Background: an optimization exercise with open tools, aiming at small area. Do not read the settings as production practice. Function was checked by simulation only, so behaviour that the tests miss may differ from the original. No driver is modelled on the clock port, so clocking that relies on it looks cheaper here than on a real chip. No activity file was given, so power comes from the tool's default toggle rates.

// cpuCore
module cpuCore (
  input  logic        clk,
  input  logic        rstN,
  input  logic        instrValid,
  input  logic [15:0] instr,
  output logic [20:0] wb,
  output logic        hlt
);
  localparam logic [3:0] OpNop = 4'd7;
  logic [3:0]  op1, op2;    
  logic [11:0] f1, f2;      
  logic [3:0]  a2;          
  logic        halted;
  logic        accept;
  assign accept = rstN && instrValid && !halted;
  always_ff @(posedge clk) begin
    op1 <= accept ? instr[15:12] : OpNop;
    f1  <= instr[11:0];
    op2 <= rstN ? op1 : OpNop;
    f2  <= f1;
    a2  <= (op1 == 4'd10) ? f1[11:8] : f1[7:4];
    if (!rstN) begin
      halted <= 1'b0;
    end else if (accept && (instr[15:12] == 4'hf)) begin
      halted <= 1'b1;
    end
  end
  assign hlt = halted && (op1 != 4'hf) && (op2 != 4'hf);
  logic [3:0]  rd, rt;
  logic [7:0]  imm;
  logic [15:0] regs [0:15];
  logic [15:0] opA, opB, res;
  logic        writes;
  assign rd  = f2[11:8];
  assign rt  = f2[3:0];
  assign imm = f2[7:0];
  assign opA = regs[a2];
  assign opB = regs[rt];
  logic        sub;
  logic [15:0] opBx, sum, gen, prop;
  logic [15:0] pg, pp;      
  logic [16:0] carry;
  assign sub  = op2[0];
  assign opBx = opB ^ {16{sub}};
  ...
==> flow/config.mk <==
export PLATFORM = sky130hd
export DESIGN_NAME = cpuCore
export DESIGN_NICKNAME = cpuCore
export VERILOG_FILES = /design/flow/design.v
export SDC_FILE = /design/flow/constraint.sdc
export NUM_CORES = 4
export LEC_CHECK = 0
export ABC_AREA = 1
export CAP_MARGIN = 5
export CORE_MARGIN = 2
export CORE_UTILIZATION = 72
export PLACE_DENSITY = 0.8
export SLEW_MARGIN = 5
==> flow/constraint.sdc <==
create_clock -name core_clock -period 6.0 [get_ports {clk}]
set_input_delay 1.2000 -clock core_clock [delete_from_list [all_inputs] [get_ports {clk}]]
set_output_delay 1.2000 -clock core_clock [all_outputs]
set_load 0.01 [all_outputs]
standard.sh (not shown) runs the stock make flow with config.mk's settings and CLKGATE_MAP_FILE= SYNTH_SCRIPT=/design/flow/synth_recipe.tcl, a recipe that flattens the netlist after the stock synthesis.
==> flow/flow/run.sh <==
#!/bin/bash
# Standard ORFS layout with three changes:
#  - synthesis maps combinational logic with flow/abc.script (flow/synth.tcl)
#    and without full-adder cells; registers are left as the standard synthesis
#    makes them;
#  - port buffers use the smallest buffer cell;
#  - clock tree: smaller buffers, no dummy loads.
set -euo pipefail
W=$PWD
bash standard.sh SYNTH_SCRIPT=$W/flow/synth.tcl ADDER_MAP_FILE= \
  "BUFFER_PORTS_ARGS=-buffer_cell sky130_fd_sc_hd__buf_1" \
  "CTS_ARGS=-sink_clustering_enable -repair_clock_nets -dont_use_dummy_load -buf_list {sky130_fd_sc_hd__clkbuf_4 sky130_fd_sc_hd__clkbuf_8}" \
  finish > $W/run_make.log 2>&1
==> flow/flow/abc.script <==
strash; &get -n; &st; &dch; &nf -R 1000; &put
==> flow/flow/synth.tcl <==
# The standard synthesis script, with only ABC's mapping script replaced
# (abc.script beside this file). Registers, their names and cell types are
# left exactly as the standard synthesis makes them.
set my_abc_script [file join [file dirname [file normalize [info script]]] abc.script]
if {![file exists $my_abc_script]} {
  error "missing $my_abc_script"
}
proc synth {args} { yosys synth -nofsm -noshare {*}$args }
proc abc {args} {
  set i [lsearch -exact $args -script]
  if {$i >= 0} {
    set args [lreplace $args [expr {$i + 1}] [expr {$i + 1}] $::my_abc_script]
  }
  yosys abc {*}$args
}
source $::env(SCRIPTS_DIR)/synth.tcl
# left out here: clear keep_hierarchy, flatten, clean up, hide names made inside functions, write 1_2_yosys.v
==> next run, changes <==
==> flow/flow/run.sh (replaced) <==
#!/bin/bash
# Standard ORFS layout; synthesis differs only in its combinational mapping:
# ABC's script (flow/abc.script via flow/synth.tcl) and no full-adder cells.
set -euo pipefail
W=$PWD
bash standard.sh SYNTH_SCRIPT=$W/flow/synth.tcl ADDER_MAP_FILE= finish > $W/run_make.log 2>&1
- CAP_MARGIN: 5 -> 20
- SLEW_MARGIN: 5 -> 20
Global-route usage climbs by 6.8 points.
Worst hold slack got worse by 0.0042 ns.
Sequential share of layout area goes down by 2.8 points.
Setup slack degrades by 0.084 ns.
Fmax decreases by 1.5%.
Via count rose by 7.9%.
Clock-buffer cell count went down by 5.
Core utilization is higher by 4.3 points.
Die area stays the same.
Total power grows by 17%.

========
== run 1 ==
The RTL this note starts from:
==> flow/design.v <==
`timescale 1ns/1ns
module cpuCore (
  input  logic        clk,
  input  logic        rstN,
  input  logic        instrValid,
  input  logic [15:0] instr,
  output logic [20:0] wb,
  output logic        hlt
);
  localparam logic [3:0] OpNop = 4'd7;
  logic [3:0]  op1, op2;    
  logic [11:0] f1, f2;      
  logic [3:0]  a2;          
  logic        halted;
  logic        accept;
  assign accept = rstN && instrValid && !halted;
  always_ff @(posedge clk) begin
    op1 <= accept ? instr[15:12] : OpNop;
    f1  <= instr[11:0];
    op2 <= rstN ? op1 : OpNop;
    f2  <= f1;
    a2  <= (op1 == 4'd10) ? f1[11:8] : f1[7:4];
    if (!rstN) begin
      halted <= 1'b0;
    end else if (accept && (instr[15:12] == 4'hf)) begin
      halted <= 1'b1;
    end
  end
  assign hlt = halted && (op1 != 4'hf) && (op2 != 4'hf);
  logic [3:0]  rd, rt;
  logic [7:0]  imm;
  logic [15:0] regs [0:15];
  logic [15:0] opA, opB, res;
  logic        writes;
  assign rd  = f2[11:8];
  assign rt  = f2[3:0];
  assign imm = f2[7:0];
  assign opA = regs[a2];
  assign opB = regs[rt];
  logic        sub;
  logic [15:0] opBx, sum, gen, prop;
  logic [15:0] pg, pp;      
  logic [16:0] carry;
  assign sub  = op2[0];
  assign opBx = opB ^ {16{sub}};
  always_comb begin
    gen  = opA & opBx;
    prop = opA ^ opBx;
    pg   = gen;
    pp   = prop;
    pg[0] = gen[0] | (prop[0] & sub);
    for (int l = 1; l <= 4; l++) begin
      for (int j = (1 << l) - 1; j < 16; j += (1 << l)) begin
        pg[j] = pg[j] | (pp[j] & pg[j - (1 << (l - 1))]);
        pp[j] = pp[j] & pp[j - (1 << (l - 1))];
      end
    end
    for (int l = 3; l >= 1; l--) begin
      for (int j = (1 << l) + (1 << (l - 1)) - 1; j < 16; j += (1 << l)) begin
        pg[j] = pg[j] | (pp[j] & pg[j - (1 << (l - 1))]);
        pp[j] = pp[j] & pp[j - (1 << (l - 1))];
      end
    end
    carry[0] = sub;
    for (int i = 0; i < 16; i++) begin
      carry[i + 1] = pg[i];
    end
    sum = prop ^ carry[15:0];
  end
  logic        left;
  logic [15:0] shIn, shOut, shRes;
  assign left = (op2[1:0] == 2'd0);
  always_comb begin
    for (int i = 0; i < 16; i++) begin
      shIn[i] = left ? opA[15 - i] : opA[i];
    end
    shOut = 16'($signed({op2[1] & opA[15], shIn}) >>> rt);
    for (int i = 0; i < 16; i++) begin
      shRes[i] = left ? shOut[15 - i] : shOut[i];
    end
  end
  logic selLd, selSh, selLg, selAdd;
  assign selLd  = rstN && op2[3];
  assign selSh  = rstN && !op2[3] && op2[2];
  assign selLg  = rstN && !op2[3] && !op2[2] && op2[1];
  assign selAdd = rstN && !op2[3] && !op2[2] && !op2[1];
  always_comb begin
    res = ({16{selLd}}  & (op2[0] ? {{8{imm[7]}}, imm} : {imm, opA[7:0]}))   
        | ({16{selSh}}  & shRes)                                             
        | ({16{selLg}}  & (op2[0] ? (prop & ~opA) : gen))                    
        | ({16{selAdd}} & sum);                                              
  end
  assign writes = (op2 <= 4'd6) || (op2 == 4'd10) || (op2 == 4'd11);
  always_ff @(posedge clk) begin
    if (!rstN) begin
      wb[20] <= 1'b0;
    end else begin
      wb[20] <= writes;
    end
    wb[19:0] <= {rd, res};
    for (int i = 0; i < 16; i++) begin
      if (!rstN || (writes && (rd == i[3:0]))) begin
        regs[i] <= res;
      end
    end
  end
endmodule
export LEC_CHECK = 0
export ABC_AREA = 1
export CAP_MARGIN = 5
export CORE_MARGIN = 2
export CORE_UTILIZATION = 60
export SLEW_MARGIN = 5
create_clock -name core_clock -period 6.0 [get_ports {clk}]
==> flow/flow/run.sh <==
#!/bin/bash
# Standard ORFS layout with three changes:
#  - synthesis maps combinational logic with flow/abc.script (flow/synth.tcl)
#    and without full-adder cells; registers are left as the standard synthesis
#    makes them;
#  - port buffers use the smallest buffer cell;
#  - clock tree: clkbuf_8 only, larger sink clusters, no dummy loads.
set -euo pipefail
W=$PWD
bash standard.sh SYNTH_SCRIPT=$W/flow/synth.tcl ADDER_MAP_FILE= \
  "BUFFER_PORTS_ARGS=-buffer_cell sky130_fd_sc_hd__buf_1" \
  "CTS_ARGS=-sink_clustering_enable -repair_clock_nets -dont_use_dummy_load -buf_list {sky130_fd_sc_hd__clkbuf_8} -sink_clustering_size 16 -sink_clustering_max_diameter 100" \
  finish > $W/run_make.log 2>&1
Scripts as last shown in full above: flow/flow/abc.script, flow/flow/synth.tcl
diff inputs: run 1 => run 2
# run 1
export LEC_CHECK = 0
export ABC_AREA = 1
export CAP_MARGIN = 5
export CORE_MARGIN = 2
export CORE_UTILIZATION = 60
export SLEW_MARGIN = 5
create_clock -name core_clock -period 6.0 [get_ports {clk}]
# run 2
export LEC_CHECK = 0
export ABC_AREA = 1
export CAP_MARGIN = 5
export CORE_MARGIN = 2
export CORE_UTILIZATION = 60
export GPL_TIMING_DRIVEN = 0
export SLEW_MARGIN = 5
create_clock -name core_clock -period 6.0 [get_ports {clk}]
## What came out
Number of stages on the worst setup path down 2 in run 2 wrt run 1. Register fraction of the total cell area: run 1 and run 2 compared, higher one is run 1. Cmp run 2 vs run 1: arrival time at the worst endpoint higher in run 2. Average routed wire per standard cell: run 2 vs run 1 down about 2.4%. [compare] base=run 1 new=run 2: sequential power saw little to no change, setup slack saw a decrease.
Modified inputs, run 3 compared to run 2
# run 2
export LEC_CHECK = 0
export ABC_AREA = 1
export CAP_MARGIN = 5
export CORE_MARGIN = 2
export CORE_UTILIZATION = 60
export GPL_TIMING_DRIVEN = 0
export SLEW_MARGIN = 5
create_clock -name core_clock -period 6.0 [get_ports {clk}]
# run 3
export LEC_CHECK = 0
export ABC_AREA = 1
export CAP_MARGIN = 5
export CORE_MARGIN = 2
export CORE_UTILIZATION = 60
export SLEW_MARGIN = 5
create_clock -name core_clock -period 6.0 [get_ports {clk}]
==> flow/flow/run.sh <==
#!/bin/bash
# Standard ORFS layout with these changes:
#  - synthesis maps combinational logic with flow/abc.script (flow/synth.tcl)
#    and without full-adder cells; registers are left as the standard synthesis
#    makes them;
#  - port buffers use the smallest buffer cell;
#  - clock tree: clkbuf_8 only, larger sink clusters, no dummy loads;
#  - the resizer's buffers are limited to buf_1 and buf_2 (flow/dontuse.tcl).
set -euo pipefail
W=$PWD
DU=$W/flow/dontuse.tcl
bash standard.sh SYNTH_SCRIPT=$W/flow/synth.tcl ADDER_MAP_FILE= \
  "BUFFER_PORTS_ARGS=-buffer_cell sky130_fd_sc_hd__buf_1" \
  "CTS_ARGS=-sink_clustering_enable -repair_clock_nets -dont_use_dummy_load -buf_list {sky130_fd_sc_hd__clkbuf_8} -sink_clustering_size 16 -sink_clustering_max_diameter 100" \
  PRE_GLOBAL_PLACE_TCL=$DU PRE_RESIZE_TCL=$DU PRE_CTS_TCL=$DU PRE_GLOBAL_ROUTE_TCL=$DU PRE_DETAIL_PLACE_TCL=$DU \
  finish > $W/run_make.log 2>&1
==> flow/flow/dontuse.tcl (new file) <==
# Keep the resizer's buffers small: it may use buf_1 and buf_2 only (the
# clock tree names its own buffer).
set_dont_use [get_lib_cells {sky130_fd_sc_hd__buf_4 sky130_fd_sc_hd__buf_6 sky130_fd_sc_hd__buf_8 sky130_fd_sc_hd__buf_12 sky130_fd_sc_hd__buf_16 sky130_fd_sc_hd__bufbuf_8 sky130_fd_sc_hd__bufbuf_16 sky130_fd_sc_hd__clkbuf_4 sky130_fd_sc_hd__clkbuf_16}]
[summary]
Run 2 has higher global-route usage than run 3.
Run 3 vs run 2: cell count up by a few percent
Total number of vias came out higher on run 3 than on run 2.
Power of run 3 is on par with run 2.

[separate check: timing with driven ports]
No port has a modelled driver above. Below, the same layouts with a new extraction and two added sets of constraints. Step 1 sets driving cells, clkbuf_16 on the clock port and buf_2 on the other inputs (assumed; they add their load-dependent delay and slew). Step 2 also shifts input and output timing later by t, the mid clock arrival at the registers, as if the neighbouring blocks saw the same clock. Three values: ideal, step 1, step 2; two values: the first two.
run | t, ns | setup WS [ns] | worst hold slack (ns)
the first run of note 1 | 0.576 | 0.388 / 0.388 / 0.388 | 0.339 / 0.339 / 0.339
the second run of note 1 | 0.628 | 0.304 / 0.304 / 0.304 | 0.334 / 0.334 / 0.334
run 1 | 0.616 | 0.515 / 0.515 / 0.515 | 0.336 / 0.336 / 0.336
run 2 | 0.597 | 0.295 / 0.295 / 0.295 | 0.333 / 0.333 / 0.333
run 3 | 0.615 | 0.416 / 0.416 / 0.416 | 0.338 / 0.338 / 0.338
After both steps setup and hold are still met in every run listed.
